From an optimization exercise on the open Yosys and OpenROAD flow, aimed at small area; shortcuts taken in it are not production practice. The RTL was checked by simulation tests, not by an equivalence proof against the original design. Power figures rest on the tool's default switching activity, not on a simulated workload.

==> design.v <==
`default_nettype none
package rv_pkg;
    localparam int XLEN = 32;
    typedef logic [XLEN-1:0] word_t;
    typedef logic [4:0]      reg_addr_t;
    localparam word_t RESET_PC = 32'h0000_0000;
    typedef enum logic [6:0] {
        OPC_LOAD   = 7'b0000011,
        OPC_OP_IMM = 7'b0010011,
        OPC_AUIPC  = 7'b0010111,
        OPC_STORE  = 7'b0100011,
        OPC_OP     = 7'b0110011,
        OPC_LUI    = 7'b0110111,
        OPC_BRANCH = 7'b1100011,
        OPC_JALR   = 7'b1100111,
        OPC_JAL    = 7'b1101111,
        OPC_SYSTEM = 7'b1110011
    } opcode_e;
    typedef enum logic [3:0] {
        ALU_ADD,
        ALU_SUB,
        ALU_SLL,
        ALU_SLT,
        ALU_SLTU,
        ALU_XOR,
        ALU_SRL,
        ALU_SRA,
        ALU_OR,
        ALU_AND
    } alu_op_e;
    typedef enum logic [2:0] {
        FMT_R,
        FMT_I,
        FMT_S,
        FMT_B,
        FMT_U,
        FMT_J
    } fmt_e;
    typedef enum logic [1:0] {
        FETCH,
        EXECUTE,
        MEMORY,
        HALT
    } core_state_e;
    typedef struct packed {
        logic       cyc;
        logic       stb;
        logic       we;
        word_t      adr;
        word_t      dat_w;
        logic [3:0] sel;
    } wb_req_t;
    typedef struct packed {
        word_t dat_r;
        logic  ack;
    } wb_rsp_t;
    typedef struct packed {
        alu_op_e    alu_op;
        reg_addr_t  rd;
        reg_addr_t  rs1;
        reg_addr_t  rs2;
        word_t      imm;
        logic [2:0] funct3;
        logic       is_load;
        logic       is_store;
        logic       is_branch;
        logic       is_jal;
        logic       is_jalr;
        logic       is_lui;
        logic       is_auipc;
        logic       use_imm;
        logic       writes_rd;
        logic       is_ebreak;
    } decoded_t;
    typedef struct packed {
        word_t result;
        logic  jump_en;
        word_t jump_target;
    } exec_result_t;
endpackage
`default_nettype wire
`timescale 1ns/1ps
`default_nettype none
module rv_top (
    input  logic        clk,
    input  logic        reset,
    output logic        wb_cyc,
    output logic        wb_stb,
    output logic        wb_we,
    output logic [31:0] wb_adr,
    output logic [31:0] wb_dat_w,
    output logic [3:0]  wb_sel,
    input  logic [31:0] wb_dat_r,
    input  logic        wb_ack,
    output logic        halted
);
    localparam logic [2:0] S_INIT  = 3'd0;   
    localparam logic [2:0] S_FETCH = 3'd1;   
    localparam logic [2:0] S_WAIT1 = 3'd2;   
    localparam logic [2:0] S_EX1   = 3'd3;   
    localparam logic [2:0] S_MEM   = 3'd4;   
    localparam logic [2:0] S_WAIT2 = 3'd5;   
    localparam logic [2:0] S_EX2   = 3'd6;   
    localparam logic [2:0] S_HALT  = 3'd7;
    logic [2:0]  state;
    logic [3:0]  cnt;
    always_ff @(posedge clk or posedge reset) begin
        if (reset) cnt <= 4'd0;
        else       cnt <= cnt + 4'd1;
    end
    wire cnt0  = (cnt == 4'd0);
    wire cnt15 = (cnt == 4'd15);
    wire in_fetch  = (state == S_FETCH);
    wire in_mem    = (state == S_MEM);
    wire fetch_ack = in_fetch & wb_ack;
    wire mem_ack   = in_mem & wb_ack;
    wire r1   = (state == S_EX1);
    wire r2   = (state == S_EX2) | (mem_ack & cnt0);
    wire init = (state == S_INIT);
    logic [31:2] ir;
    wire  [31:2] inst = ir;
    always_ff @(posedge clk)
        if (fetch_ack) ir <= wb_dat_r[31:2];
    wire [4:0] opc = inst[6:2];
    wire [2:0] f3  = inst[14:12];
    wire [4:0] rd  = inst[11:7];
    wire [4:0] rs1 = inst[19:15];
    wire [4:0] rs2 = inst[24:20];
    wire is_load   = ~opc[4] & ~opc[3] & ~opc[2];
    wire is_store  = ~opc[4] &  opc[3] & ~opc[2];
    wire is_ldst   = ~opc[4] & ~opc[2];
    wire is_alu    = ~opc[4] &  opc[2] & ~opc[0];
    wire is_op     = is_alu & opc[3];
    wire is_upper  = ~opc[4] &  opc[2] &  opc[0];
    wire is_lui    = is_upper & opc[3];
    wire is_auipc  = is_upper & ~opc[3];
    wire is_branch =  opc[4] & ~opc[2] & ~opc[0];
    wire is_jump   =  opc[4] &  opc[0];
    wire is_jal    =  opc[1];
    wire is_sys    =  opc[4] &  opc[2];
    wire is_shift  = is_alu & (f3[1:0] == 2'b01);
    wire is_slt    = is_alu & (f3[2:1] == 2'b01);
    logic [31:0] imm;
    always_comb begin
        if (is_upper)       imm = {inst[31:12], 12'd0};
        else if (is_jal)    imm = {{12{inst[31]}}, inst[19:12], inst[20], inst[30:21], 1'b0};
        else if (is_branch) imm = {{20{inst[31]}}, inst[7], inst[30:25], inst[11:8], 1'b0};
        else if (is_store)  imm = {{21{inst[31]}}, inst[30:25], inst[11:7]};
        else                imm = {{21{inst[31]}}, inst[30:20]};
    end
    wire imm_lo = imm[{cnt, 1'b0}];
    wire imm_hi = imm[{cnt, 1'b1}];
    logic [31:0] rf [1:31];
    logic [31:0] pcr;
    logic [31:0] head_lo, head_hi;
    assign head_lo[0] = 1'b0;
    assign head_hi[0] = 1'b0;
    genvar g;
    generate
        for (g = 1; g < 32; g++) begin : g_head
            assign head_lo[g] = rf[g][0];
            assign head_hi[g] = rf[g][1];
        end
    endgenerate
    wire rs1_lo = head_lo[rs1];
    wire rs1_hi = head_hi[rs1];
    wire rs2_lo = head_lo[rs2];
    wire rs2_hi = head_hi[rs2];
    wire pc_lo  = pcr[0];
    wire pc_hi  = pcr[1];
    logic ci;
    wire r2b  = r2 & is_branch;
    wire y_lo = r2b ? imm_lo : pc_lo;
    wire y_hi = r2b ? imm_hi : pc_hi;
    wire id_lo = y_lo ^ ci;
    wire ci_m  = ci & (y_lo ^ r2b);
    wire id_hi = y_hi ^ ci_m;
    always_ff @(posedge clk)
        ci <= cnt0 | (ci_m & (y_hi ^ r2b) & ~cnt15);
    logic c;       
    logic t;       
    logic sgn;     
    logic [4:0] sh;
    logic [31:0] dbuf;
    wire pc_sel   = (r1 & (is_jal | is_auipc)) | r2b;
    wire zero_sel = is_lui | is_shift;
    wire use_rs2  = r1 & (is_op | is_branch);
    wire op1_lo = pc_sel ? pc_lo : (~zero_sel & rs1_lo);
    wire op1_hi = pc_sel ? pc_hi : (~zero_sel & rs1_hi);
    wire op2_lo = use_rs2 ? rs2_lo : (r2b ? id_lo : imm_lo);
    wire op2_hi = use_rs2 ? rs2_hi : (r2b ? id_hi : imm_hi);
    wire sub = r1 & (is_branch | is_slt |
                     (is_op & (f3 == 3'b000) & inst[30]));
    wire sflip = r1 & cnt15 & ((is_branch & ~f3[1]) | (is_slt & ~f3[0]));
    wire a_lo = op1_lo;
    wire b_lo = op2_lo ^ sub;
    wire a_hi = op1_hi ^ sflip;
    wire b_hi = op2_hi ^ sub ^ sflip;
    wire cin  = cnt0 ? sub : c;
    wire sum_lo = a_lo ^ b_lo ^ cin;
    wire c_m    = (a_lo & b_lo) | (a_lo & cin) | (b_lo & cin);
    wire sum_hi = a_hi ^ b_hi ^ c_m;
    wire cout   = (a_hi & b_hi) | (a_hi & c_m) | (b_hi & c_m);
    logic lg_lo, lg_hi;
    always_comb begin
        case (f3[1:0])
            2'b00:   begin lg_lo = op1_lo ^ op2_lo; lg_hi = op1_hi ^ op2_hi; end
            2'b10:   begin lg_lo = op1_lo | op2_lo; lg_hi = op1_hi | op2_hi; end
            default: begin lg_lo = op1_lo & op2_lo; lg_hi = op1_hi & op2_hi; end
        endcase
    end
    wire use_lg = is_alu & f3[2];
    wire alu_lo = use_lg ? lg_lo : sum_lo;
    wire alu_hi = use_lg ? lg_hi : sum_hi;
    wire t_acc = (t & ~cnt0) | sum_lo | sum_hi;
    wire t_fin = (is_branch & ~f3[2]) ? (~t_acc ^ f3[0]) : (~cout ^ (is_branch & f3[0]));
    always_ff @(posedge clk) begin
        c <= cout;
        if (r1) t <= cnt15 ? t_fin : t_acc;
    end
    always_ff @(posedge clk) begin
        if (r1 & (is_shift | is_ldst) & cnt0) sh[1:0] <= {sum_hi, sum_lo};
        if (r1 & is_shift & (cnt == 4'd1))    sh[3:2] <= {sum_hi, sum_lo};
        if (r1 & is_shift & (cnt == 4'd2))    sh[4]   <= sum_lo;
    end
    wire [1:0] lane = sh[1:0];
    wire shift_odd = (r1 & cnt0) ? sum_lo : sh[0];
    wire [4:0] sh_pair = {1'b0, sh[4:1]} + {4'd0, sh[0]};
    wire fillv   = f3[2] & inst[30] & sgn;
    logic go;
    wire go_now  = go | (cnt == sh[4:1]);
    always_ff @(posedge clk)
        go <= r2 & go_now & ~cnt15;
    wire ld_c0 = r2 & cnt0;                  
    logic [3:0] tap_pair;
    always_comb begin
        if (is_load) tap_pair = ld_c0 ? {lane - 2'd1, 2'b11} : {lane, 2'b00};
        else         tap_pair = sh_pair[3:0];
    end
    logic [1:0] tap;
    always_comb begin
        case (tap_pair)
            4'd0:  tap = dbuf[1:0];
            4'd1:  tap = dbuf[3:2];
            4'd2:  tap = dbuf[5:4];
            4'd3:  tap = dbuf[7:6];
            4'd4:  tap = dbuf[9:8];
            4'd5:  tap = dbuf[11:10];
            4'd6:  tap = dbuf[13:12];
            4'd7:  tap = dbuf[15:14];
            4'd8:  tap = dbuf[17:16];
            4'd9:  tap = dbuf[19:18];
            4'd10: tap = dbuf[21:20];
            4'd11: tap = dbuf[23:22];
            4'd12: tap = dbuf[25:24];
            4'd13: tap = dbuf[27:26];
            4'd14: tap = dbuf[29:28];
            default: tap = dbuf[31:30];
        endcase
    end
    wire right  = f3[2];
    wire shr_lo = right ? (sh_pair[4] ? (cnt0 ? sgn : fillv) : tap[0]) : (go_now & dbuf[0]);
    wire shr_hi = right ? (sh_pair[4] ? fillv : tap[1])                 : (go_now & dbuf[1]);
    wire sb_rep = (f3[1:0] == 2'b00) & |cnt[3:2];
    wire sh_rep = (f3[1:0] == 2'b01) & cnt[3];
    wire st_lo = sb_rep ? dbuf[24] : sh_rep ? dbuf[16] : rs2_lo;
    wire st_hi = sb_rep ? dbuf[25] : sh_rep ? dbuf[17] : rs2_hi;
    logic din_lo, din_hi;
    always_comb begin
        if (r2)            begin din_hi = fillv;  din_lo = (cnt0 & sh[0]) ? sgn : fillv; end
        else if (is_store) begin din_hi = st_hi;  din_lo = st_lo; end
        else if (shift_odd) begin din_hi = rs1_lo; din_lo = ~cnt0 & sgn; end
        else               begin din_hi = rs1_hi; din_lo = rs1_lo; end
    end
    wire dbuf_sh = (r1 & (is_store | is_shift)) |
                   (r2 & ((is_shift & (right | go_now)) | (is_load & ~cnt0)));
    always_ff @(posedge clk) begin
        if (mem_ack)
            dbuf <= {wb_dat_r[1:0], wb_dat_r[31:2]};
        else if (dbuf_sh)
            dbuf <= {din_hi, din_lo, dbuf[31:2]};
    end
    logic [1:0] lane_w;
    always_comb begin
        case (lane)
            2'd0:    lane_w = wb_dat_r[1:0];
            2'd1:    lane_w = wb_dat_r[9:8];
            2'd2:    lane_w = wb_dat_r[17:16];
            default: lane_w = wb_dat_r[25:24];
        endcase
    end
    wire [1:0] ld_raw = mem_ack ? lane_w : tap;
    wire ld_ext = (f3[1:0] == 2'b00) ? |cnt[3:2] : (f3[1:0] == 2'b01) ? cnt[3] : 1'b0;
    wire ld_lo  = ld_ext ? (~f3[2] & sgn) : ld_raw[0];
    wire ld_hi  = ld_ext ? (~f3[2] & sgn) : ld_raw[1];
    always_ff @(posedge clk) begin
        if (r2 & is_load & (cnt == {1'b0, f3[0], 2'b11}))
            sgn <= ld_raw[1];
        else if (r1 & is_shift)
            sgn <= rs1_hi;
    end
    wire wr1 = (is_alu & ~is_shift & ~is_slt) | is_upper | is_jump;
    wire wr2 = is_load | is_shift | is_slt;
    wire wen = (r1 & wr1) | (r2 & wr2);
    logic w_lo, w_hi;
    always_comb begin
        if (r2) begin
            if (is_load)     begin w_lo = ld_lo;      w_hi = ld_hi;  end
            else if (is_slt) begin w_lo = cnt0 & t;   w_hi = 1'b0;   end
            else             begin w_lo = shr_lo;     w_hi = shr_hi; end
        end else if (is_jump) begin
            w_lo = id_lo; w_hi = id_hi;
        end else begin
            w_lo = alu_lo; w_hi = alu_hi;
        end
    end
    generate
        for (g = 1; g < 32; g++) begin : g_ring
            wire we_g = wen && (rd == g);
            always_ff @(posedge clk)
                rf[g] <= {we_g ? w_hi : rf[g][1], we_g ? w_lo : rf[g][0], rf[g][31:2]};
        end
    endgenerate
    wire last    = init | (r1 & ~is_ldst & ~is_shift & ~is_slt) | r2;
    wire npc_alu = is_jump | r2b;
    wire npc_lo  = ~init & ~cnt0 & (npc_alu ? sum_lo : id_lo);
    wire npc_hi  = ~init & (npc_alu ? sum_hi : id_hi);
    always_ff @(posedge clk)
        pcr <= {last ? npc_hi : pcr[1], last ? npc_lo : pcr[0], pcr[31:2]};
    logic [31:2] adr;
    wire adr_ld = r1 & is_ldst;
    always_ff @(posedge clk) begin
        if ((last | adr_ld) & ~cnt0)
            adr <= {adr_ld ? sum_hi : npc_hi, adr_ld ? sum_lo : npc_lo, adr[31:4]};
    end
    always_ff @(posedge clk or posedge reset) begin
        if (reset) begin
            state <= S_INIT;
        end else begin
            case (state)
                S_INIT:  if (cnt15) state <= S_FETCH;
                S_FETCH: if (wb_ack) state <= cnt15 ? S_EX1 : S_WAIT1;
                S_WAIT1: if (cnt15) state <= S_EX1;
                S_EX1:   if (cnt15) state <= is_sys ? S_HALT :
                                             is_ldst ? S_MEM :
                                             (is_shift | is_slt | (is_branch & t_fin)) ? S_EX2 :
                                             S_FETCH;
                S_MEM:   if (wb_ack) state <= cnt0 ? S_EX2 : S_WAIT2;
                S_WAIT2: if (cnt15) state <= S_EX2;
                S_EX2:   if (cnt15) state <= S_FETCH;
                default: ;
            endcase
        end
    end
    wire [3:0] sel_b = 4'b0001 << lane;
    wire [3:0] sel_h = lane[1] ? 4'b1100 : 4'b0011;
    assign wb_cyc   = in_fetch | in_mem;
    assign wb_stb   = wb_cyc;
    assign wb_we    = in_mem & ~ir[6] & ir[5] & ~ir[4];
    assign wb_adr   = {adr, 2'b00};
    assign wb_dat_w = dbuf;
    assign wb_sel   = ir[13] ? 4'b1111 : ir[12] ? sel_h : sel_b;
    assign halted   = (state == S_HALT);
endmodule
`default_nettype wire
==> flow/run.sh <==
#!/bin/bash
# The standard layout (standard.sh) with two settings changed through the
# environment: clock tree synthesis without dummy loads, and the smallest
# buffer on each port. Each tool's output goes to the ORFS logs; make's output
# goes to standard.log here.
export CTS_ARGS="-sink_clustering_enable -repair_clock_nets -dont_use_dummy_load -sink_clustering_size 18 -sink_clustering_max_diameter 60 -buf_list sky130_fd_sc_hd__clkbuf_8"
export BUFFER_PORTS_ARGS="-buffer_cell sky130_fd_sc_hd__buf_1"
bash standard.sh > standard.log 2>&1
==> standard.sh <==
#!/bin/bash
# synth_recipe.tcl (not shown) runs the flow's synth.tcl, then flattens the netlist and writes it again
# the make line also repeats each setting of config.mk as NAME=value (left out here)
make -C /OpenROAD-flow-scripts/flow DESIGN_CONFIG=/design/flow/config.mk WORK_HOME=/design/flow/orfs CLKGATE_MAP_FILE= SYNTH_SCRIPT=/design/flow/synth_recipe.tcl "${@:-finish}"
==> config.mk <==
export PLATFORM = sky130hd
export DESIGN_NAME = rv_top
export DESIGN_NICKNAME = rv_top
export VERILOG_FILES = /design/flow/design.v
export SDC_FILE = /design/flow/constraint.sdc
export NUM_CORES = 4
export LEC_CHECK = 0
export ABC_AREA = 1
export CAP_MARGIN = 20
export CORE_MARGIN = 2
export CORE_UTILIZATION = 40
export CTS_CLUSTER_DIAMETER = 100
export CTS_CLUSTER_SIZE = 24
export SLEW_MARGIN = 20
==> constraint.sdc <==
create_clock -name core_clock -period 14.0 [get_ports {clk}]
set_input_delay 2.8000 -clock core_clock [delete_from_list [all_inputs] [get_ports {clk}]]
set_output_delay 2.8000 -clock core_clock [all_outputs]
set_load 0.01 [all_outputs]
==> results of run 1 <==
state kept, by name, indices dropped and copies added, names as in the netlist:
name / count
pcr: 32
t: 1
go: 1
state: 3
c: 1
dbuf: 32
ir: 30
rf: 992
sh: 5
adr: 30
ci: 1
cnt: 4
sgn: 1
layout make-up:
type	count	share of cell area
diodes	2	0.000158
clock buffers	79	0.0343
inverters	174	0.0206
multi-input cells	948	0.144
flip-flops and latches	1133	0.748
well taps	959	0.0379
repair buffers	114	0.0153
worst register-to-register path: cells and delay by family, from the launching register on:
kind                       cells  cell delay [ns]
AOI/OAI and AO/OA              7             1.37
adders and majority gates      3             1.23
DFF                            1             0.61
buffers and inverters          3             0.86
and+or+nand+nor               14             1.61
cell families (layout without fill, tap and decap cells):
logic type               Yosys count  count (layout)  synth area share
AO/OA/AOI/OAI                    229             229            0.0433
XOR/XNOR                          10              10           0.00300
adder cells (fa/ha/maj)           15              15           0.00694
buffers and inverters            231             367            0.0335
flip-flops                      1133            1133             0.812
other                              1               4          0.000128
AND/OR/NAND/NOR                  692             692             0.102
metrics by stage:
step	hold WS (ns)	instances	utilization	instance area [µm²]	power (µW)
after global routing	0.265	3407	0.437	31700	5750
final	0.265	3409	0.437	31700	5490
after CTS	0.261	3407	0.437	31700	5550
after detailed placement	0.312	3328	0.422	30600	4160
after floorplan	0.310	2312	-	29200	3970
after global placement	0.310	3327	0.421	30600	4150
worst max-delay path by stage:
stage	from	end	slack, ns	depth (start not counted)
3_3_place_gp	wb_ack	state[2]	6.69	26
4_1_cts	wb_ack	state[2]	7.27	26
6_report	wb_ack	state[2]	7.16	26
2_1_floorplan	wb_ack	state[2]	7.75	24
5_1_grt	wb_ack	state[2]	6.77	26
3_5_place_dp	wb_ack	state[2]	6.57	26
cells in the final DEF (no fill, tap or decap), drive strengths merged, types with 37 or more instances in the layout:
cell type  count
nor2          85
clkbuf        79
o21ai        104
nand2        404
inv          171
edfxtp        99
nand3        135
a21oi         86
dfxtp       1027
nor3          37
buf          114
metal layers:
| metal | vias up | GRT usage |
|---|---|---|
| li1 | 7617 | - |
| met1 | 7413 | 0.215 |
| met2 | 523 | 0.241 |
| met3 | 107 | 0.0261 |
| met4 | 0 | 0.0531 |
| met5 | - | 0 |
power breakdown:
group / total [µW] / switching (µW) / internal (µW)
sequential: 3480 / 70.2 / 3410
clock: 1400 / 891 / 508
combinational: 615 / 457 / 158
==> flow_summary.yaml, run 1 <==
timing:
  fmax_ghz: 0.146
  hold_viol: 0
  finalCritPeriodShare: 0.488
  final_max_slew_viol_count: 0
  rsz0062_at_grt: "false"
  relSlewSlack: 0.338
  fin_crit_ns: 6.84
  fin_ws_ns: 7.16
  fin_worst_skew_ns: 0.0952
  setup_violations: 0
  tightest_slew_ns: 0.986
  tns_ns: 0
grt:
  grt_use_total: 0.154
  grt_pass1_vias: 15000
  grt_pass1_wl_um: 87300
  antenna_found_initial: 2
  globalRouteOverflowTotal: 0
  grt_max_degree: 40
placement:
  numPortBuffers: 104
  hpwl_um: 40100
  gp_congestion: 0.903
  dp_slack_ns: 6.57
setup_path:
  path_max_fanout: 39
  r2r_start: "cnt[0]"
  worstPathArrival_ns: 7.35
  r2r-end: "state[2]"
  cp.buffers_inverters: 3
  crit_family: "simple AND/OR/NAND/NOR gates"
  worst-endpoint-required_ns: 14.51
  cp-start-kind: "primary input"
  critPathCaptureType: "flip-flop"
  crit_top_cell: "nand2_1"
  cp_slowest_cell: "fa_1"
  rr_worst_depth: 27
  crit_type: "in2reg"
  reg2reg_slack_ns: 8.24
  max_stage_delay_ns: 0.58
drt:
  num_vias: 15700
  dr.pass1.iters: 5
  met3_length_um: 3500
  wl_per_cell_um: 16.9
  drcViolationCount: 0
  wl_met1_um: 27500
  vias_per_cell: 4.59
  drtIter0Drc: 1189
  top_layer: "met4"
  wl_met2_um: 25200
  routed_wl_um: 57700
  ant_nets: 0
die:
  coreArea_um2: 72600
  rows: 99
  io_pins: 107
  dieWidth_um: 274
  die_h_um: 274
  start_util: 0.402
  die_area_um2: 75200
logic_synthesis:
  ys_seq_elements: 1133
  synth.distinct_cells: 47
  netlist_top_cells_count: "1027 x dfxtp_1, 398 x nand2_1, 167 x inv_1"
  synth_edf_count: 99
  syn_area_um2: 29200
  synth_top_area_cell: "dfxtp_1"
  synth.area.top_cells: "dfxtp_1 70%, edfxtp_1 10%, nand2_1 5.1%"
  netlist_instances: 2311
  yosysMostFrequentCell: "dfxtp_1"
  synthArstFlopShare: 0.00618
  syn_avg_cell_area_um2: 12.6
  yosys_warnings: 2
  synth.top_cell.area_share: 0.704
  seq_area_frac_synth: 0.812
  synthFlopType: "dfxtp_1"
final_layout:
  final-seq-area_um2: 23700
  drive_gt1_frac: 0.0466
  fill_cells: 6648
  multi_input_area_um2: 4550
  nets: 2500
  synthToLayoutAreaGrowth_pct: 8.48
cts:
  clock-sinks: 1133
  clk_path_buf_depth: 3
  htree_levels: 3
  cts_setup_buffers: 0
  clk_latency_ns: 0.71
  cts-resized-gates: 0
  cts_buffers: 79
  cts_tree: "done"
  root_buffer: "clkbuf_8"
  ctsHoldBuffers: 0
  cts.clk_slew.worst_paths_ns: 0.11
power:
  power.density_nw_per_um2: 173
  leakagePower_uw: 0.0127
  peakVddDrop_uv: 86.5
hold_path:
  worst_hold_startpoint: "rf[20][27]"
  hold_end: "rf[20][25]"
  min_path_type: "reg2reg"
  whs_path_depth: 0
status:
  status: "complete, no violations"
job:
  cap_violations: 0
==> inputs of run 2 (changes only) <==
--- a/config.mk
+++ b/config.mk
@@ -5,10 +5,9 @@
 export SDC_FILE = /design/flow/constraint.sdc
 export NUM_CORES = 4
 export LEC_CHECK = 0
-export ABC_AREA = 1
 export CAP_MARGIN = 20
 export CORE_MARGIN = 2
-export CORE_UTILIZATION = 40
+export CORE_UTILIZATION = 55
 export CTS_CLUSTER_DIAMETER = 100
 export CTS_CLUSTER_SIZE = 24
 export SLEW_MARGIN = 20
==> flow_summary.yaml, run 2 <==
timing:
  tns_ns: 0
  hold_viol: 0
  relSlewSlack: 0.261
  rsz0062_at_grt: "false"
  fin_worst_skew_ns: 0.106
  finalCritPeriodShare: 0.461
  fin_crit_ns: 6.45
  tightest_slew_ns: 1.10
  final_max_slew_viol_count: 0
  fmax_ghz: 0.155
  whs_ns: 0.293
  setup_violations: 0
grt:
  globalRouteOverflowTotal: 0
  grt_use_total: 0.195
  grt_pass1_vias: 13200
  antenna_found_initial: 1
  grt_pass1_wl_um: 78200
  grt_max_degree: 41
final_layout:
  diodes: 0
  final_cell_mix: "1027 x dfxtp_1, 131 x nand2_1, 104 x buf_1"
  nets: 2043
  drive_gt1_frac: 0.106
  reg_top3: "rf (992), dbuf (32), pcr (32)"
  largest_register: "rf"
  final_common_cell: "dfxtp_1"
  largest_reg_flops: 992
  multi_input_area_um2: 4730
  synthToLayoutAreaGrowth_pct: 7.58
  final-seq-area_um2: 23700
  fill_cells: 4034
cts:
  cts_buffers: 75
  clk_path_buf_depth: 3
  htree_levels: 3
  root_buffer: "clkbuf_8"
  cts_tree: "done"
  ctsHoldBuffers: 0
  clock-sinks: 1133
  cts_setup_buffers: 0
  clk_latency_ns: 0.68
  cts.clk_slew.worst_paths_ns: 0.10
  cts-resized-gates: 0
logic_synthesis:
  synth.top_cell.area_share: 0.715
  synthArstFlopShare: 0.00618
  yosys_warnings: 2
  syn_avg_cell_area_um2: 15.5
  synth.area.top_cells: "dfxtp_1 71%, edfxtp_1 10%, mux4_2 2.7%"
  syn_area_um2: 28800
  seq_area_frac_synth: 0.824
  ys_seq_elements: 1133
  netlist_instances: 1850
  yosysMostFrequentCell: "dfxtp_1"
  netlist_top_cells_count: "1027 x dfxtp_1, 131 x nand2_1, 99 x edfxtp_1"
  synth.distinct_cells: 83
  synthFlopType: "dfxtp_1"
  synth_top_area_cell: "dfxtp_1"
  synth_edf_count: 99
power:
  finalPower_uw: 4790
  leakagePower_uw: 0.0117
  switching_share: 0.205
  combPwrFrac: 0.027
  p_clk_frac: 0.284
  p_seq_frac: 0.689
  p_switching_uw: 981
  power.density_nw_per_um2: 155
  p_int_uw: 3810
  peakVddDrop_uv: 116
setup_path:
  path_max_fanout: 11
  worst-endpoint-required_ns: 14.50
  critPathCaptureType: "flip-flop"
  rr_worst_depth: 19
  worstPathArrival_ns: 6.95
  cp-start-kind: "primary input"
  crit_type: "in2reg"
drt:
  drcViolationCount: 0
  num_vias: 13500
  routed_wl_um: 52200
  vias_per_cell: 5.06
  ant_nets: 0
  dr.pass1.iters: 6
  wl_per_cell_um: 19.6
  drtIter0Drc: 955
status:
  status: "complete, no violations"
hold_path:
  whs_path_depth: 0
  min_path_type: "reg2reg"
die:
  start_util: 0.558
  die_h_um: 233
  die_area_um2: 54100
  dieWidth_um: 233
  coreArea_um2: 51500
  io_pins: 107
  rows: 83
placement:
  hpwl_um: 34800
  gp_congestion: 0.867
  numPortBuffers: 104
job:
  cap_violations: 0
-- run 2: critical path: stages --
cell	delay [ns]
buf_1	0.18
nor4bb_4	0.25
a21o_1	0.45
and2_1	0.21
nand2_1	0.10
xor2_1	0.16
mux2i_1	0.30
xnor2_1	0.14
fa_1	0.43
fa_1	0.60
a211o_1	0.36
o21ai_0	0.20
xor2_1	0.09
a21o_1	0.20
o31ai_1	0.22
nand3_1	0.11
o311ai_0	0.13
-- run 2: path summary, 6_finish.rpt --
check	start	to	slack [ns]
setup / recovery	wb_ack	state[0]	7.55
hold / removal	rf[23][4]	rf[23][2]	0.29
setup reg to reg	cnt[0]	state[0]	8.40
hold reg to reg	rf[23][4]	rf[23][2]	0.29
max in group asynchronous	reset	state[0]	11.57
min in group asynchronous	reset	cnt[1]	2.13
-- run 2: logic make-up (layout without fill, tap and decap cells) --
group	count (synthesis)	count (layout)	synth area share
flops	1133	1133	0.824
simple gates	278	278	0.0470
compound gates	235	235	0.0553
mux	91	91	0.0489
buf+inv	81	221	0.0125
xor+xnor	16	16	0.00487
fa+ha+maj	15	15	0.00705
other cells	1	2	0.000130
-- run 2: cell type report --
type                       instances  share of cell area
sequential                      1133               0.766
multi-input combinational        637               0.153
clock buffer                      75              0.0334
tap                              680              0.0275
timing repair buffer             123              0.0172
inverter                          23             0.00279
-- run 2: power by group through the flow --
stage	Sequential (µW)	Clock [µW]	Combinational [µW]
final	3300	1360	128
after CTS	3300	1420	129
after global placement	3370	0	128
after floorplan	3360	0	88.4
after detailed placement	3370	0	129
after global routing	3300	1530	139
-- run 2: per-stage QoR --
step	setup slack, ns	area, µm²	utilization	std cells
after floorplan	7.37	28800	-	1851
after global placement	6.99	29900	0.581	2596
after detailed placement	6.90	29900	0.581	2596
after CTS	7.59	30900	0.601	2671
after global routing	7.26	30900	0.601	2671
final	7.55	30900	0.601	2671
-- run 2: per-layer routing --
metal,vias up,track usage,wire length (µm)
li1,6503,-,-
met1,6527,0.275,24900
met2,342,0.293,22600
met3,130,0.0387,2550
met4,0,0.0900,2220
met5,-,0,0
==> inputs of run 3 (changes only) <==
--- a/config.mk
+++ b/config.mk
@@ -7,7 +7,8 @@
 export LEC_CHECK = 0
 export CAP_MARGIN = 20
 export CORE_MARGIN = 2
-export CORE_UTILIZATION = 55
+export CORE_UTILIZATION = 40
 export CTS_CLUSTER_DIAMETER = 100
 export CTS_CLUSTER_SIZE = 24
+export GPL_TIMING_DRIVEN = 0
 export SLEW_MARGIN = 20
==> flow_summary.yaml, run 3 <==
logic_synthesis:
  yosys_warnings: 2
  seq_area_frac_synth: 0.824
  syn_area_um2: 28800
  synthArstFlopShare: 0.00618
  synth_edf_count: 99
  ys_seq_elements: 1133
  synth_top_area_cell: "dfxtp_1"
  syn_avg_cell_area_um2: 15.5
  synth.top_cell.area_share: 0.715
  synth.distinct_cells: 83
  synthFlopType: "dfxtp_1"
  synth.area.top_cells: "dfxtp_1 71%, edfxtp_1 10%, mux4_2 2.7%"
  yosysMostFrequentCell: "dfxtp_1"
  netlist_top_cells_count: "1027 x dfxtp_1, 131 x nand2_1, 99 x edfxtp_1"
  netlist_instances: 1850
die:
  die_area_um2: 74100
  coreArea_um2: 71400
  io_pins: 107
  rows: 98
  start_util: 0.403
  die_h_um: 272
  dieWidth_um: 272
grt:
  antenna_found_initial: 1
  grt_use_total: 0.137
  globalRouteOverflowTotal: 0
  grt_max_degree: 33
  grt_pass1_vias: 13100
  grt_pass1_wl_um: 77000
setup_path:
  crit_type: "in2reg"
  max_stage_delay_ns: 0.84
  r2r-end: "rf[4][30]"
  cp_slowest_cell: "fa_1"
  r2r_start: "cnt[0]"
  rr_worst_depth: 20
  reg2reg_slack_ns: 7.50
  critPathCaptureType: "flip-flop"
  cp-start-kind: "primary input"
  path_max_fanout: 10
  worst-endpoint-required_ns: 14.52
  cp_cell_sequence: "buf_1 > nor4bb_2 > a21o_1 > buf_2 > and2_1 > nand2_1 > xor2_1 > mux2i_1 > xnor2_1 > fa_1 > o21ai_0 > o22ai_1 > nor2_1 > o21ai_0 > a31oi_2 > buf_2 > o21ai_0"
  crit_top_cell: "o21ai_0"
  worstPathArrival_ns: 7.77
placement:
  gp_congestion: 0.890
  dp_slack_ns: 5.88
  post_dp_cell_area_um2: 30400
  numPortBuffers: 104
  hpwl_um: 35500
cts:
  cts_setup_buffers: 0
  cts_tree: "done"
  cts.clk_slew.worst_paths_ns: 0.09
  root_buffer: "clkbuf_8"
  htree_levels: 3
  clk_path_buf_depth: 3
  ctsHoldBuffers: 0
  clk_latency_ns: 0.70
  clock-sinks: 1133
  cts-resized-gates: 0
  cts_buffers: 77
status:
  status: "complete, no violations"
final_layout:
  final_common_cell: "dfxtp_1"
  drive_gt1_frac: 0.106
  final_cell_mix: "1027 x dfxtp_1, 131 x nand2_1, 105 x buf_1"
  final_cell_area_um2: 31500
  fill_cells: 6412
  reg_top3: "rf (992), dbuf (32), pcr (32)"
  multi_input_area_um2: 4720
  synthToLayoutAreaGrowth_pct: 9.37
  largest_register: "rf"
  final-seq-area_um2: 23700
  largest_reg_flops: 992
  nets: 2087
job:
  cap_violations: 0
power:
  p_clk_frac: 0.285
  power.density_nw_per_um2: 153
  switching_share: 0.204
  p_switching_uw: 981
  finalPower_uw: 4800
  peakVddDrop_uv: 116
  combPwrFrac: 0.029
  p_int_uw: 3820
  p_seq_frac: 0.686
  leakagePower_uw: 0.0118
timing:
  finalCritPeriodShare: 0.518
  relSlewSlack: 0.298
  fmax_ghz: 0.138
  tns_ns: 0
  rsz0062_at_grt: "false"
  final_max_slew_viol_count: 0
  fin_crit_ns: 7.25
  tightest_slew_ns: 1.04
  fin_worst_skew_ns: 0.0971
  hold_viol: 0
  fin_ws_ns: 6.75
  setup_violations: 0
drt:
  wl_per_cell_um: 17.0
  drcViolationCount: 0
  routed_wl_um: 50700
  dr.pass1.iters: 8
  num_vias: 13600
  vias_per_cell: 4.54
  ant_nets: 0
  drtIter0Drc: 1008
hold_path:
  worst_hold_startpoint: "rf[22][8]"
  min_path_type: "reg2reg"
  whs_path_depth: 0
  hold_end: "rf[22][6]"
## run 3: cell count changes in the layout (fill, tap and decap cells not counted), moves of 2 or more
| cell | delta |
|---|---|
| buf_2 | +10 |
| buf_4 | -14 |
| buf_6 | +5 |
| clkbuf_1 | +39 |
| clkbuf_8 | +2 |
| diode_2 | +3 |
## run 3: worst max path at each step
stage          startpoint          to  slack (ns)  cells after the start
6_report           wb_ack   rf[4][30]        6.75                     17
5_1_grt            wb_ack  rf[26][30]        6.55                     17
4_1_cts            wb_ack  rf[19][31]        6.61                     16
3_5_place_dp       wb_ack  rf[15][31]        5.88                     16
3_3_place_gp       wb_ack  rf[15][31]        5.95                     16
2_1_floorplan      wb_ack    state[2]        7.37                     17
## run 3: power groups by stage
stage | clock [µW] | combinational [µW] | sequential [µW]
finish | 1370 | 138 | 3290
global route | 1550 | 151 | 3300
CTS | 1440 | 138 | 3290
detailed placement | 0 | 138 | 3370
global placement | 0 | 136 | 3370
floorplan | 0 | 88.4 | 3360
## run 3: layout make-up
type                    count  share of cell area
clock buffers              77              0.0337
repair buffers            107              0.0132
well taps                 950              0.0378
flip-flops and latches   1133               0.754
inverters                  23             0.00274
multi-input cells         637               0.150
diodes                      3            0.000239
plain buffers              58             0.00867
## run 3: metal layers
metal	vias up	share of wire	track usage	routed length, µm
met1	6526	0.49	0.195	24700
met5	-	0	0	0
met4	0	0.030	0.0548	1540
li1	6607	-	-	-
met2	340	0.43	0.205	22000
met3	107	0.049	0.0284	2500
## run 3: worst max-delay path, delay by kind of cell
| family | cells | cell delay, ns |
|---|---|---|
| AOI/OAI and AO/OA | 6 | 1.74 |
| xor gates and xnor gates | 2 | 0.32 |
| adders and majority gates | 1 | 0.84 |
| buffers and inverters | 3 | 0.71 |
| muxes | 1 | 0.31 |
| and+or+nand+nor | 4 | 1.01 |
## run 3: cells by family (layout without fill, tap and decap cells)
logic type	after synthesis	after routing	synth area share
AOI/OAI and AO/OA	235	235	0.0553
xor gates and xnor gates	16	16	0.00487
adders and majority gates	15	15	0.00705
buffers and inverters	81	265	0.0125
DFF	1133	1133	0.824
muxes	91	91	0.0489
other	1	5	0.000130
and+or+nand+nor	278	278	0.0470
## run 3: per-stage QoR
stage	hold slack (ns)	std cells	util
2_1_floorplan	0.310	1851	-
3_3_place_gp	0.310	2905	0.425
3_5_place_dp	0.312	2908	0.426
4_1_cts	0.277	2985	0.441
5_1_grt	0.304	2985	0.441
6_report	0.285	2988	0.441
==> inputs of run 4 (changes only) <==
--- a/config.mk
+++ b/config.mk
@@ -10,5 +10,6 @@
 export CORE_UTILIZATION = 40
 export CTS_CLUSTER_DIAMETER = 100
 export CTS_CLUSTER_SIZE = 24
+export GPL_ROUTABILITY_DRIVEN = 0
 export GPL_TIMING_DRIVEN = 0
 export SLEW_MARGIN = 20
==> flow_summary.yaml, run 4 <==
timing:
  tightest_slew_ns: 1.01
  final_max_slew_viol_count: 0
  tns_ns: 0
  hold_viol: 0
  fmax_ghz: 0.137
  fin_crit_ns: 7.30
  rsz0062_at_grt: "false"
  fin_worst_skew_ns: 0.0708
  whs_ns: 0.268
  finalCritPeriodShare: 0.521
  relSlewSlack: 0.320
  setup_violations: 0
power:
  power.density_nw_per_um2: 152
  peakVddDrop_uv: 94.7
  finalPower_uw: 4790
  leakagePower_uw: 0.0118
setup_path:
  worstPathArrival_ns: 7.79
  rr_worst_depth: 19
  critPathCaptureType: "flip-flop"
  path_max_fanout: 10
  cp-start-kind: "primary input"
  crit_type: "in2reg"
  worst-endpoint-required_ns: 14.49
cts:
  clk_path_buf_depth: 3
  clock-sinks: 1133
  root_buffer: "clkbuf_8"
  cts_tree: "done"
  cts.clk_slew.worst_paths_ns: 0.10
  cts-resized-gates: 0
  htree_levels: 3
  clk_latency_ns: 0.69
  cts_setup_buffers: 0
  ctsHoldBuffers: 0
  cts_buffers: 75
logic_synthesis:
  synth_edf_count: 99
  netlist_instances: 1850
  seq_area_frac_synth: 0.824
  ys_seq_elements: 1133
  yosysMostFrequentCell: "dfxtp_1"
  netlist_top_cells_count: "1027 x dfxtp_1, 131 x nand2_1, 99 x edfxtp_1"
  synth.top_cell.area_share: 0.715
  synth.area.top_cells: "dfxtp_1 71%, edfxtp_1 10%, mux4_2 2.7%"
  syn_avg_cell_area_um2: 15.5
  synthFlopType: "dfxtp_1"
  synth.distinct_cells: 83
  syn_area_um2: 28800
  yosys_warnings: 2
  synth_top_area_cell: "dfxtp_1"
  synthArstFlopShare: 0.00618
die:
  io_pins: 107
  die_h_um: 272
  coreArea_um2: 71400
  dieWidth_um: 272
  rows: 98
  die_area_um2: 74100
  start_util: 0.403
grt:
  busiest_layer: "met1"
  grt_pass1_wl_um: 73900
  globalRouteOverflowTotal: 0
  use_met2: 0.190
  use_met3: 0.0273
  grt_max_degree: 33
  use_met1: 0.190
  antenna_found_initial: 2
  grt_pass1_vias: 12800
  grt_use_total: 0.130
final_layout:
  final-seq-area_um2: 23700
  multi_input_area_um2: 4720
  drive_gt1_frac: 0.105
  layout.cells.non_filler: 2985
  largest_register: "rf"
  reg_top3: "rf (992), dbuf (32), pcr (32)"
  fill_cells: 6393
  largest_reg_flops: 992
  synthToLayoutAreaGrowth_pct: 9.27
  final_cell_mix: "1027 x dfxtp_1, 131 x nand2_1, 105 x buf_1"
  final_common_cell: "dfxtp_1"
  nets: 2085
  utilization: 0.440
drt:
  num_vias: 13700
  wl_per_cell_um: 16.3
  ant_nets: 0
  drcViolationCount: 0
  dr.pass1.iters: 6
  drtIter0Drc: 1117
  vias_per_cell: 4.60
  routed_wl_um: 48700
placement:
  dp_cells: 2908
  hpwl_um: 33600
  numPortBuffers: 104
status:
  status: "complete, no violations"
job:
  cap_violations: 0
hold_path:
  whs_path_depth: 0
  min_path_type: "reg2reg"
-- run 4: cell types whose count changed in the layout (fill, tap and decap cells not counted) --
cell / before / now
diode_2: 3 / 2
clkbuf_8: 77 / 75
-- run 4: through the flow --
stage,setup slack [ns],area (µm²)
5_1_grt,6.61,31400
6_report,6.70,31400
4_1_cts,6.68,31400
3_3_place_gp,6.02,30300
2_1_floorplan,7.37,28800
3_5_place_dp,5.95,30400
-- run 4: where the power goes --
group	leakage (µW)	internal (µW)	switching [µW]
logic	0.00198	44.5	94.4
registers	0.00923	3280	11.3
clock network	0.000539	484	871
total	0.0118	3810	977
-- run 4: worst paths after layout --
kind	start	end	slack, ns
max	wb_ack	rf[13][31]	6.70
min	rf[19][24]	rf[19][22]	0.27
min in group asynchronous	reset	cnt[0]	2.07
min reg2reg	rf[19][24]	rf[19][22]	0.27
max in group asynchronous	reset	state[1]	11.65
max reg2reg	cnt[0]	rf[13][31]	7.48
-- run 4: final cells by class --
type | instances | area share
flip-flops and latches | 1133 | 0.754
multi-input cells | 637 | 0.150
well taps | 950 | 0.0378
clock buffers | 75 | 0.0328
repair buffers | 107 | 0.0133
plain buffers | 58 | 0.00868
inverters | 23 | 0.00275
diodes | 2 | 0.000159
-- run 4: worst max-delay path, cell delays in order --
cell and delay, ns:
buf_1 0.14, nor4bb_2 0.70, a21o_1 0.22, buf_2 0.25
and2_1 0.20, nand2_1 0.12, xor2_1 0.16, mux2i_1 0.33
xnor2_1 0.15, fa_1 0.43, fa_1 0.75, o21ai_0 0.15
o22ai_1 0.33, o32ai_2 0.28, buf_6 0.22, o21ai_0 0.55
-- run 4: kinds of logic after synthesis --
| kind of cell | synth area share |
|---|---|
| compound gates | 0.0553 |
| fa+ha+maj | 0.00705 |
| other cells | 0.000130 |
| xor+xnor | 0.00487 |
| mux | 0.0489 |
| buf+inv | 0.0125 |
| flops | 0.824 |
| simple gates | 0.0470 |
-- run 4: layer usage --
layer  part of all wire  vias to the layer above  routed length [µm]
met2               0.42                      449               20600
met1               0.49                     6574               23700
met5                  0                        -                   0
li1                   -                     6600                   -
met3              0.062                      111                3020
met4              0.028                        0                1390
==> inputs of run 5 (changes only) <==
--- a/config.mk
+++ b/config.mk
@@ -10,6 +10,4 @@
 export CORE_UTILIZATION = 40
 export CTS_CLUSTER_DIAMETER = 100
 export CTS_CLUSTER_SIZE = 24
-export GPL_ROUTABILITY_DRIVEN = 0
-export GPL_TIMING_DRIVEN = 0
 export SLEW_MARGIN = 20
==> flow_summary.yaml, run 5 <==
logic_synthesis:
  netlist_top_cells_count: "1027 x dfxtp_1, 131 x nand2_1, 99 x edfxtp_1"
  synth.distinct_cells: 83
  synth_top_family_by_area: "compound AO/OA/AOI/OAI gates"
  seq_area_frac_synth: 0.824
  syn_area_um2: 28800
  syn_avg_cell_area_um2: 15.5
  synthAdderAreaFrac: 0.00705
  ys_seq_elements: 1133
  synth_xor_area_frac: 0.00487
  yosys_warnings: 2
  yosys.area_share.simple: 0.0470
  synth.mux.area_fraction: 0.0489
  synth_compound_area_frac: 0.0553
  synth.area.top_cells: "dfxtp_1 71%, edfxtp_1 10%, mux4_2 2.7%"
  synth_edf_count: 99
  synthArstFlopShare: 0.00618
  netlist_instances: 1850
  synthFlopType: "dfxtp_1"
  synth.top_cell.area_share: 0.715
  synth_top_area_cell: "dfxtp_1"
  yosysMostFrequentCell: "dfxtp_1"
cts:
  ctsHoldBuffers: 0
  cts_buffers: 76
  cts-resized-gates: 0
  root_buffer: "clkbuf_8"
  clk_latency_ns: 0.70
  cts.clk_slew.worst_paths_ns: 0.10
  cts_setup_buffers: 0
  clk_path_buf_depth: 3
  clock-sinks: 1133
  cts_tree: "done"
  htree_levels: 3
placement:
  gp_congestion: 0.864
  hpwl_um: 33800
  numPortBuffers: 104
timing:
  relSlewSlack: 0.224
  hold_viol: 0
  finalCritPeriodShare: 0.468
  setup_violations: 0
  fmax_ghz: 0.153
  fin_crit_ns: 6.56
  fin_worst_skew_ns: 0.0906
  final_max_slew_viol_count: 0
  tns_ns: 0
  tightest_slew_ns: 1.16
  rsz0062_at_grt: "false"
drt:
  routed_wl_um: 52100
  vias_per_cell: 4.59
  wl_per_cell_um: 17.7
  drcViolationCount: 0
  num_vias: 13500
  drtIter0Drc: 870
  ant_nets: 0
  dr.pass1.iters: 5
setup_path:
  critPathCaptureType: "flip-flop"
  worst-endpoint-required_ns: 14.51
  crit_family: "compound AO/OA/AOI/OAI gates"
  cp_cell_sequence: "buf_1 > nor4bb_4 > a21o_1 > and2_1 > nand2_1 > xor2_1 > mux2i_1 > xnor2_1 > fa_1 > fa_1 > o21ai_0 > o22ai_1 > o32ai_4 > buf_4 > o21ai_0"
  path_max_fanout: 31
  cp_slowest_cell: "fa_1"
  cp-start-kind: "primary input"
  cp.buffers_inverters: 2
  worstPathArrival_ns: 7.06
  max_stage_delay_ns: 0.64
  crit_start: "wb_ack"
  crit_type: "in2reg"
  r2r_start: "ir[6]"
grt:
  globalRouteOverflowTotal: 0
  grt_pass1_wl_um: 78700
  grt_use_total: 0.140
  antenna_found_initial: 2
  grt_max_degree: 41
  grt_pass1_vias: 13100
final_layout:
  drive_gt1_frac: 0.105
  reg_top3: "rf (992), dbuf (32), pcr (32)"
  nets: 2041
  final-seq-area_um2: 23700
  largest_register: "rf"
  final_cell_mix: "1027 x dfxtp_1, 131 x nand2_1, 104 x buf_1"
  fill_cells: 6410
  final_common_cell: "dfxtp_1"
  largest_reg_flops: 992
  multi_input_area_um2: 4730
  synthToLayoutAreaGrowth_pct: 8.74
power:
  switching_share: 0.207
  leakagePower_uw: 0.0117
  finalPower_uw: 4800
  combPwrFrac: 0.026
  p_seq_frac: 0.687
  p_clk_frac: 0.287
  p_int_uw: 3810
  p_switching_uw: 992
  power.density_nw_per_um2: 154
  peakVddDrop_uv: 118
die:
  die_area_um2: 74100
  dieWidth_um: 272
  coreArea_um2: 71400
  die_h_um: 272
  start_util: 0.403
  rows: 98
  io_pins: 107
status:
  status: "complete, no violations"
hold_path:
  worst_hold_startpoint: "rf[18][12]"
  min_path_type: "reg2reg"
job:
  cap_violations: 0
[run 5: cell counts after synthesis]
No cell type changed its count.
[run 5: logic make-up (layout without fill, tap and decap cells)]
group,count (synthesis),after routing
buffers and inverters,81,219
AND/OR/NAND/NOR,278,278
adder cells (fa/ha/maj),15,15
multiplexers,91,91
other,1,3
XOR/XNOR,16,16
flip-flops,1133,1133
AO/OA/AOI/OAI,235,235
[run 5: final timing paths]
check / depth (start not counted) / slack, ns / to
worst min-delay path: 0 / 0.28 / rf[18][10]
min in group asynchronous: 2 / 2.08 / state[1]
worst min register to register: 0 / 0.28 / rf[18][10]
worst max register to register: 15 / 8.22 / rf[16][31]
max in group asynchronous: 2 / 11.60 / cnt[2]
worst max-delay path: 15 / 7.44 / rf[16][31]
[run 5: layout make-up]
cell class | count | share of cell area
timing repair buffer | 120 | 0.0163
sequential | 1133 | 0.758
tap | 950 | 0.0380
inverter | 23 | 0.00276
clock buffer | 76 | 0.0334
antenna | 1 | 0.0000800
multi-input combinational | 637 | 0.151
[run 5: layer usage]
layer  vias up  GRT usage  wire length [µm]  part of all wire
met5         -          0                 0                 0
met4         0     0.0503              1630             0.031
met3       111     0.0287              2290             0.044
met2       320      0.210             22600              0.43
met1      6525      0.202             25500              0.49
li1       6524          -                 -                 -
[run 5: stage by stage]
step	hold slack (ns)	cell area [µm²]	std cells	setup WS (ns)	utilization
finish	0.283	31300	2940	7.44	0.438
global route	0.292	31300	2940	7.21	0.438
CTS	0.289	31300	2939	7.53	0.438
detailed placement	0.312	30200	2863	6.79	0.424
global placement	0.309	30200	2863	6.90	0.424
floorplan	0.310	28800	1851	7.37	-
[run 5: power by group through the flow]
stage | clock (µW) | combinational [µW] | sequential (µW)
6_report | 1380 | 125 | 3300
5_1_grt | 1550 | 136 | 3310
4_1_cts | 1440 | 127 | 3300
3_5_place_dp | 0 | 127 | 3380
3_3_place_gp | 0 | 125 | 3380
2_1_floorplan | 0 | 88.4 | 3360
==> inputs of run 6 (changes only) <==
--- a/config.mk
+++ b/config.mk
@@ -5,9 +5,9 @@
 export SDC_FILE = /design/flow/constraint.sdc
 export NUM_CORES = 4
 export LEC_CHECK = 0
-export CAP_MARGIN = 20
+export CAP_MARGIN = 5
 export CORE_MARGIN = 2
 export CORE_UTILIZATION = 40
 export CTS_CLUSTER_DIAMETER = 100
 export CTS_CLUSTER_SIZE = 24
-export SLEW_MARGIN = 20
+export SLEW_MARGIN = 5
==> flow_summary.yaml, run 6 <==
timing:
  final_max_slew_viol_count: 0
  fmax_ghz: 0.153
  whs_ns: 0.283
  rsz0062_at_grt: "false"
  setup_violations: 0
  fin_crit_ns: 6.56
  tightest_slew_ns: 1.16
  fin_ws_ns: 7.44
  tns_ns: 0
  finalCritPeriodShare: 0.468
  hold_viol: 0
  relSlewSlack: 0.224
  fin_worst_skew_ns: 0.0906
grt:
  grt_pass1_vias: 13100
  grt_max_degree: 41
  grt_use_total: 0.140
  grt_pass1_wl_um: 78700
  globalRouteOverflowTotal: 0
  antenna_found_initial: 2
logic_synthesis:
  synthAdderAreaFrac: 0.00705
  syn_avg_cell_area_um2: 15.5
  netlist_instances: 1850
  synth.distinct_cells: 83
  synthArstFlopShare: 0.00618
  synth_compound_area_frac: 0.0553
  yosysMostFrequentCell: "dfxtp_1"
  ys_seq_elements: 1133
  seq_area_frac_synth: 0.824
  synth.top_cell.area_share: 0.715
  netlist_top_cells_count: "1027 x dfxtp_1, 131 x nand2_1, 99 x edfxtp_1"
  synthFlopType: "dfxtp_1"
  yosys_warnings: 2
  synth_edf_count: 99
  syn_area_um2: 28800
  synth_xor_area_frac: 0.00487
  synth.area.top_cells: "dfxtp_1 71%, edfxtp_1 10%, mux4_2 2.7%"
  yosys.area_share.simple: 0.0470
  synth_top_area_cell: "dfxtp_1"
  synth.mux.area_fraction: 0.0489
  synth_top_family_by_area: "compound AO/OA/AOI/OAI gates"
placement:
  numPortBuffers: 104
  dp_slack_ns: 6.79
  hpwl_um: 33800
  gp_congestion: 0.864
  dp_cells: 2863
drt:
  routed_wl_um: 52100
  drcViolationCount: 0
  dr.pass1.iters: 5
  wl_per_cell_um: 17.7
  ant_nets: 0
  drtIter0Drc: 870
  num_vias: 13500
  vias_per_cell: 4.59
final_layout:
  nets: 2041
  final_cell_mix: "1027 x dfxtp_1, 131 x nand2_1, 104 x buf_1"
  final-seq-area_um2: 23700
  multi_input_area_um2: 4730
  synthToLayoutAreaGrowth_pct: 8.74
  utilization: 0.438
  fill_cells: 6410
  reg_top3: "rf (992), dbuf (32), pcr (32)"
  final_common_cell: "dfxtp_1"
  largest_reg_flops: 992
  largest_register: "rf"
  layout.cells.non_filler: 2940
  drive_gt1_frac: 0.105
setup_path:
  rr_worst_depth: 15
  reg2reg_slack_ns: 8.22
  path_max_fanout: 31
  crit_type: "in2reg"
  cp-start-kind: "primary input"
  worst-endpoint-required_ns: 14.51
  worstPathArrival_ns: 7.06
  critPathCaptureType: "flip-flop"
cts:
  cts_buffers: 76
  ctsHoldBuffers: 0
  cts-resized-gates: 0
  cts_tree: "done"
  cts.clk_slew.worst_paths_ns: 0.10
  root_buffer: "clkbuf_8"
  clk_latency_ns: 0.70
  htree_levels: 3
  cts_setup_buffers: 0
  clk_path_buf_depth: 3
  clock-sinks: 1133
die:
  coreArea_um2: 71400
  die_h_um: 272
  rows: 98
  dieWidth_um: 272
  io_pins: 107
  die_area_um2: 74100
  start_util: 0.403
power:
  leakagePower_uw: 0.0117
  power.density_nw_per_um2: 154
  peakVddDrop_uv: 118
status:
  status: "complete, no violations"
hold_path:
  min_path_type: "reg2reg"
  whs_path_depth: 0
job:
  cap_violations: 0
## run 6: cell counts after synthesis
Identical to the previous run, type by type.
## run 6: layout make-up
class	instances	area share
clock buffer	76	0.0334
sequential	1133	0.758
timing repair buffer	120	0.0163
multi-input combinational	637	0.151
inverter	23	0.00276
tap	950	0.0380
antenna	1	0.0000800
## run 6: power breakdown
part | total [µW] | switching (µW) | internal, µW
clock network | 1380 | 887 | 490
logic | 125 | 85.7 | 39.7
registers | 3300 | 19.2 | 3280
## run 6: worst paths after layout
kind                             from          to
min reg2reg                rf[18][12]  rf[18][10]
min in group asynchronous       reset    state[1]
max                            wb_ack  rf[16][31]
min                        rf[18][12]  rf[18][10]
max in group asynchronous       reset      cnt[2]
max reg2reg                     ir[6]  rf[16][31]
## run 6: per-layer routing
metal	GRT usage	share of wire	wire, µm
met5	0	0	0
met4	0.0503	0.031	1630
met3	0.0287	0.044	2290
met2	0.210	0.43	22600
met1	0.202	0.49	25500
## run 6: stage by stage
| step | instance area (µm²) | power (µW) |
|---|---|---|
| finish | 31300 | 4800 |
| floorplan | 28800 | 3450 |
| detailed placement | 30200 | 3500 |
| global route | 31300 | 4990 |
| global placement | 30200 | 3500 |
| CTS | 31300 | 4870 |
## run 6: cell families (layout without fill, tap and decap cells)
logic type	Yosys count	count (layout)
xor+xnor	16	16
flops	1133	1133
other cells	1	3
buf+inv	81	219
compound gates	235	235
fa+ha+maj	15	15
simple gates	278	278
mux	91	91
## run 6: critical path, stage by stage
cell and delay [ns]:
buf_1 0.20, nor4bb_4 0.26, a21o_1 0.45, and2_1 0.22
nand2_1 0.11, xor2_1 0.16, mux2i_1 0.30, xnor2_1 0.16
fa_1 0.43, fa_1 0.64, o21ai_0 0.15, o22ai_1 0.14
o32ai_4 0.32, buf_4 0.52, o21ai_0 0.18

[static timing again, ports no longer ideal]
Ports are ideal in the flow. The routed layouts listed here were re-timed in OpenROAD.
Step 1 (the two cells are an assumption about what drives the block):
set clk [get_ports {clk}]
set_driving_cell -lib_cell sky130_fd_sc_hd__clkbuf_16 $clk
set_driving_cell -lib_cell sky130_fd_sc_hd__buf_2 [delete_from_list [all_inputs] $clk]
Step 2 adds t to the input delays and takes it off the output delays; t is the mean of the earliest and latest rising clock arrival at the registers after step 1. Input paths then give back, and output paths get back, about the clock's delay inside the block.
Slacks: no drivers / after step 1 / after step 2; pairs: no drivers / after step 1.
| run | shift t [ns] | setup WS [ns] | pins driven straight from the clock port |
|---|---|---|---|
| run 1 | 0.714 | 7.163 / 7.191 / 6.478 | 1 |
| run 2 | 0.689 | 7.550 / 7.582 / 6.893 | 1 |
| run 3 | 0.706 | 6.748 / 6.755 / 6.050 | 1 |
| run 4 | 0.703 | 6.701 / 6.725 / 6.023 | 1 |
| run 5 | 0.715 | 7.445 / 7.476 / 6.761 | 1 |
| run 6 | 0.715 | 7.445 / 7.476 / 6.761 | 1 |
After both steps every run listed still meets setup and hold. For run 3, which loses most, drivers alone change the setup slack by +0.007 ns; drivers and shift together by -0.698 ns.
